What follows belongs to an exercise in optimizing a design on an open flow for small area, a short achievable clock period and few clock cycles per item; a production flow would make more cautious choices. In this exercise RTL edits were held to simulation tests only and were not proved equivalent to the original.

**flow/design.v**
```verilog
package conv_pkg;
   localparam int PIXEL_WIDTH_DEF = 8;
   localparam int COEF_WIDTH_DEF  = 8;
   localparam int NTAPS_DEF       = 9;
   function automatic int prod_w(input int pixel_w, input int coef_w);
      prod_w = pixel_w + coef_w + 1;
   endfunction
   function automatic int acc_w(input int pixel_w, input int coef_w, input int ntaps);
      acc_w = prod_w(pixel_w, coef_w) + $clog2(ntaps);
   endfunction
   typedef logic signed [COEF_WIDTH_DEF-1:0] coef_t;
   typedef logic signed [acc_w(PIXEL_WIDTH_DEF, COEF_WIDTH_DEF, NTAPS_DEF)-1:0] acc_t;
endpackage
module conv_adder_tree #(
   parameter int NTAPS  = 9,
   parameter int PROD_W = 17,
   parameter int ACC_W  = 21
) (
   input  logic [NTAPS-1:0][PROD_W-1:0] prod,
   output logic signed [ACC_W-1:0]      sum
);
   always_comb begin
      sum = '0;
      for (int i = 0; i < NTAPS; i++) begin
         sum = sum + ACC_W'($signed(prod[i]));
      end
   end
endmodule
module window_conv_engine #(
   parameter int PIXEL_WIDTH = 8,
   parameter int WINDOW      = 3,
   parameter int COEF_WIDTH  = 8,
   parameter int SHIFT       = 0,
   parameter int OUT_WIDTH   = 8,
   localparam int NTAPS      = WINDOW * WINDOW,
   localparam int AW         = (NTAPS > 1) ? $clog2(NTAPS) : 1
) (
   input  logic                                           clk,
   input  logic                                           rst_n,
   input  logic                                           win_valid,
   input  logic [WINDOW-1:0][WINDOW-1:0][PIXEL_WIDTH-1:0] window,
   output logic                                           win_ready,
   input  logic                                           coef_we,
   input  logic [AW-1:0]                                  coef_addr,
   input  logic [COEF_WIDTH-1:0]                          coef_data,
   output logic                                           out_valid,
   output logic [OUT_WIDTH-1:0]                           out_pixel,
   input  logic                                           out_ready
);
   localparam int PROD_W = conv_pkg::prod_w(PIXEL_WIDTH, COEF_WIDTH);
   localparam int ACC_W  = conv_pkg::acc_w(PIXEL_WIDTH, COEF_WIDTH, NTAPS);
   localparam int STAGES = 3;
   localparam logic signed [ACC_W-1:0] OUT_MAX = {{(ACC_W-OUT_WIDTH){1'b0}}, {OUT_WIDTH{1'b1}}};
   logic                                adv;
   logic [NTAPS-1:0][COEF_WIDTH-1:0]    coef_q, coef_d;
   logic [NTAPS-1:0][PROD_W-1:0]        prod_q, prod_d;
   logic signed [ACC_W-1:0]             tree_sum;
   logic signed [ACC_W-1:0]             sum_q, sum_d;
   logic signed [ACC_W-1:0]             shifted;
   logic [OUT_WIDTH-1:0]                res_q, res_d;
   logic [OUT_WIDTH-1:0]                out_pixel_q, out_pixel_d;
   logic [STAGES:0]                     vld_pipe_q, vld_pipe_d;
   assign adv       = !vld_pipe_q[STAGES] || out_ready;
   assign win_ready = adv;
   assign out_valid = vld_pipe_q[STAGES];
   assign out_pixel = out_pixel_q;
   always_comb begin
      coef_d = coef_q;
      if (coef_we && (32'(coef_addr) < NTAPS)) begin
         coef_d[coef_addr] = coef_data;
      end
   end
   always_comb begin
      prod_d = prod_q;
      if (adv) begin
         for (int r = 0; r < WINDOW; r++) begin
            for (int c = 0; c < WINDOW; c++) begin
               prod_d[r*WINDOW+c] = PROD_W'($signed({1'b0, window[r][c]}))
                                  * PROD_W'($signed(coef_q[r*WINDOW+c]));
            end
         end
      end
   end
   conv_adder_tree #(
      .NTAPS  (NTAPS),
      .PROD_W (PROD_W),
      .ACC_W  (ACC_W)
   ) u_tree (
      .prod (prod_q),
      .sum  (tree_sum)
   );
   assign sum_d = adv ? tree_sum : sum_q;
   assign shifted = sum_q >>> SHIFT;
   always_comb begin
      res_d = res_q;
      if (adv) begin
         if (shifted[ACC_W-1])       res_d = '0;
         else if (shifted > OUT_MAX) res_d = '1;
         else                        res_d = shifted[OUT_WIDTH-1:0];
      end
   end
   assign out_pixel_d = (adv && vld_pipe_q[STAGES-1]) ? res_q : out_pixel_q;
   assign vld_pipe_d  = adv ? {vld_pipe_q[STAGES-1:0], win_valid} : vld_pipe_q;
   always_ff @(posedge clk or negedge rst_n) begin
      if (!rst_n) begin
         coef_q      <= '0;
         prod_q      <= '0;
         sum_q       <= '0;
         res_q       <= '0;
         out_pixel_q <= '0;
         vld_pipe_q  <= '0;
      end else begin
         coef_q      <= coef_d;
         prod_q      <= prod_d;
         sum_q       <= sum_d;
         res_q       <= res_d;
         out_pixel_q <= out_pixel_d;
         vld_pipe_q  <= vld_pipe_d;
      end
   end
endmodule
```
**flow/run.sh**
```bash
#!/bin/bash
# synth_recipe.tcl (not shown) runs the flow's synth.tcl, then flattens the netlist and writes it again
# the make line also repeats each setting of config.mk as NAME=value (left out here)
make -C /OpenROAD-flow-scripts/flow DESIGN_CONFIG=/design/flow/config.mk WORK_HOME=/design/flow/orfs CLKGATE_MAP_FILE= SYNTH_SCRIPT=/design/flow/synth_recipe.tcl finish
```
**flow/config.mk**
```make
export PLATFORM = sky130hd
export DESIGN_NAME = window_conv_engine
export DESIGN_NICKNAME = window_conv_engine
export VERILOG_FILES = /design/flow/design.v
export SDC_FILE = /design/flow/constraint.sdc
export NUM_CORES = 4
export LEC_CHECK = 0
export CAP_MARGIN = 20
export CORE_MARGIN = 2
export CORE_UTILIZATION = 40
export SLEW_MARGIN = 20
```
**flow/constraint.sdc**
```tcl
create_clock -name core_clock -period 5.5 [get_ports {clk}]
set_input_delay 1.1000 -clock core_clock [delete_from_list [all_inputs] [get_ports {clk}]]
set_output_delay 1.1000 -clock core_clock [all_outputs]
set_load 0.01 [all_outputs]
```
==> summary.txt <==
Drt first pass iters -> 7
Skew final -> 0.0232 ns
Max-Cap Viols -> 0
Status -> complete, no violations
Final min period -> 5.13 ns
Num CTS Buffers -> 31
Final hold vios -> 0
Crit path kind -> register to register
Detailed Route WL -> 81.3 mm
Final setup TNS -> 0 ns
Setup ws final -> 0.366 ns
Clock Latency Late Sink -> 0.61 ns
Final core occ -> 0.455
R2r worst-path depth -> 21
Die footprint -> 0.0868 sq mm
Vias in the first global route -> 25400
Period utilization -> 0.934
First-pass GRT wire length -> 136 mm
Cts hold-fix bufs -> 0
Syn Std Cell Area -> 0.0338 sq mm
Iter 0 DRT Violations -> 1352
Antenna Nets Post-Route -> 0
Flops & latches, synth -> 266
Mapped Cells -> 3666
Met1 WL -> 38.8 mm
Arr. time, crit path -> 5.62 ns
Hold WS -> 0.394 ns
Post-DR vias/cell -> 4.93
Commonest non-fill, non-tap cell in the layout -> inv_1
Syn Nets -> 4622
Dpl cells -> 4952
Via count of the routed design -> 24700
CTS tree -> done
Final GP Congestion -> 0.884
FF+latch area -> 0.00666 sq mm
Clk buf depth -> 3
Unrepaired setup endpoints after global routing -> false
Die W -> 295 um
EDFF count, synth -> 0
Worst slew pin tran -> 1.15 ns
CTS root buffer -> clkbuf_16
Max layer used -> met4
Most frequent cells in the layout -> 700 x inv_1, 439 x fa_1, 431 x nand2_1
FILL cells -> 8086
Buffers on Ports -> 98
Largest net degree at the start of global routing -> 225
Syn_area_per_cell -> 9.22 sq um
Die Ht -> 295 um
Critical path startpoint category -> register
Initial Util -> 0.404
HPWL after detailed placement -> 65.1 mm
Core Box Area -> 0.0837 sq mm
Required time worst endpoint -> 5.98 ns
Ys flop type -> dfrtp_1
GRT overflow -> 0
Met3 Wirelength -> 2.37 mm
Relative slew slack -> 0.229
# IOs -> 99
Rows -> 106
Yosys warning total -> 2
Dpl ws -> -0.0707 ns
Final Cell Area -> 0.0381 sq mm
Asr flop ratio synth -> 1.00
Final setup viols -> 0
Finished Layout Cells -> 5005
Fmax -> 195 MHz
H-tree Lvls -> 1
Final #Nets -> 4807
Area occupied by multi-input gates -> 0.0242 sq mm
Hold crit path type -> input port to asynchronous set/reset pin
Met2 WL post-DR -> 38.8 mm
Wire per inst -> 16.2 um
Sequential area share after synthesis -> 0.197
CP max FO -> 7
DRC Markers -> 0
Clock sink total -> 266
Slew Limit Fails -> 0
CP Capture Type -> register
Distinct cell type count after synthesis -> 65
Layout cell share with drive strength beyond 1 -> 0.0747
Area delta synth->final -> 12.6%
Clk pin slew, worst setup/hold paths -> 0.06 ns
Total track usage -> 0.195
Initial antenna violation count -> 1
Placed Instance Area -> 0.0369 sq mm
[what timing repair did]
item	CTS	global route
setup endpoints to repair	0	2
buffers inserted	0	0
gates resized for setup	0	5
[path summary, 6_finish.rpt]
kind                       slack [ns]            end           from
setup / recovery                 0.37      sum_q[20]      prod_q[1]
hold / removal                   0.39     coef_q[43]          rst_n
setup reg to reg                 0.37      sum_q[20]      prod_q[1]
hold reg to reg                  0.47  vld_pipe_q[1]  vld_pipe_q[1]
max in group asynchronous        3.82     prod_q[21]          rst_n
min in group core_clock          0.47  vld_pipe_q[1]  vld_pipe_q[1]
[cell families (layout without fill, tap and decap cells)]
group / count (synthesis) / after routing / synth area share
XOR/XNOR: 94 / 94 / 0.0244
AND/OR/NAND/NOR: 1079 / 1079 / 0.153
multiplexers: 83 / 83 / 0.0285
buffers and inverters: 783 / 987 / 0.0874
flip-flops: 266 / 266 / 0.197
AO/OA/AOI/OAI: 494 / 494 / 0.0909
adder cells (fa/ha/maj): 867 / 867 / 0.419
other: 0 / 1 / 0
[layer usage]
| layer | GRT usage | vias up |
|---|---|---|
| met5 | 0 | - |
| met2 | 0.326 | 332 |
| met3 | 0.0142 | 54 |
| met1 | 0.279 | 12300 |
| met4 | 0.0338 | 0 |
| li1 | - | 12000 |
[flip-flops by register name, indices dropped and copies added (netlist names)]
signal and flops:
out_pixel_q 8, res_q 8, sum_q 21, coef_q 72, prod_q 153, vld_pipe_q 4
[critical path, stage by stage (launching register included)]
cell and delay (ns):
dfrtp_1 0.33, inv_1 0.08, fa_1 0.53, inv_1 0.04, ha_1 0.22, fa_1 0.49, a211o_1 0.29, a21oi_1 0.17
or2_2 0.17, a2111oi_0 0.09, a211oi_1 0.23, xor2_1 0.16, fa_1 0.55, inv_1 0.05, ha_1 0.29, buf_4 0.17
a21oi_1 0.11, o21ai_0 0.15, a221o_1 0.32, a21o_1 0.19, o21a_1 0.18, a211o_1 0.22
[synth_stat cells, types with 20 or more instances]
| cell | instances | share of area |
|---|---|---|
| o21ai_0 | 118 | 0.017 |
| o21a_1 | 28 | 0.0062 |
| fa_1 | 439 | 0.26 |
| nor2_1 | 177 | 0.020 |
| nand2_1 | 431 | 0.048 |
| mux2_2 | 74 | 0.025 |
| and2_1 | 264 | 0.049 |
| ha_1 | 428 | 0.16 |
| a21o_1 | 46 | 0.010 |
| xor2_1 | 48 | 0.012 |
| dfrtp_1 | 266 | 0.20 |
| o21bai_1 | 20 | 0.0044 |
| o31ai_1 | 25 | 0.0056 |
| xnor2_1 | 46 | 0.012 |
| a21oi_1 | 162 | 0.024 |
| nand2b_1 | 82 | 0.015 |
| nand3_1 | 23 | 0.0034 |
| clkbuf_1 | 74 | 0.0082 |
| inv_1 | 701 | 0.078 |
| nor3_1 | 37 | 0.0055 |
[area by class of cell]
cell class / instances / area share
Antenna cell: 1 / 0.0000658
Clock buffer: 36 / 0.0211
Clock inverter: 16 / 0.00740
Inverter: 701 / 0.0693
Multi-Input combinational cell: 2617 / 0.636
Sequential cell: 266 / 0.175
Tap cell: 1134 / 0.0373
Timing Repair Buffer: 234 / 0.0537
Testbench counts, summed over its fixed seeds: cycles 8,320, items 8,000.

-- static timing again, ports no longer ideal --
The results above use ideal ports. As a check the final layout listed here was re-extracted and re-timed, cells and wires unchanged. Step 1 assumes that a clkbuf_16 drives the clock port and a buf_2 every other input. Step 2 also shifts input and output timing later by t, the mid clock arrival at the registers, as if the neighbouring blocks saw the same clock. a / b / c = no drivers / after step 1 / after step 2; a / b = the first two.
t (ns): 0.651
setup slack, ns: 0.366 / 0.366 / -0.135
worst setup path at the end: input to register
clock arrival spread, ns: 0.028 / 0.028
pins driven straight from the clock port: 1
With both steps, setup timing fails in this run, where it was met with ideal ports. For this run, drivers alone change the setup slack by 0.000 ns; drivers and shift together by -0.501 ns.
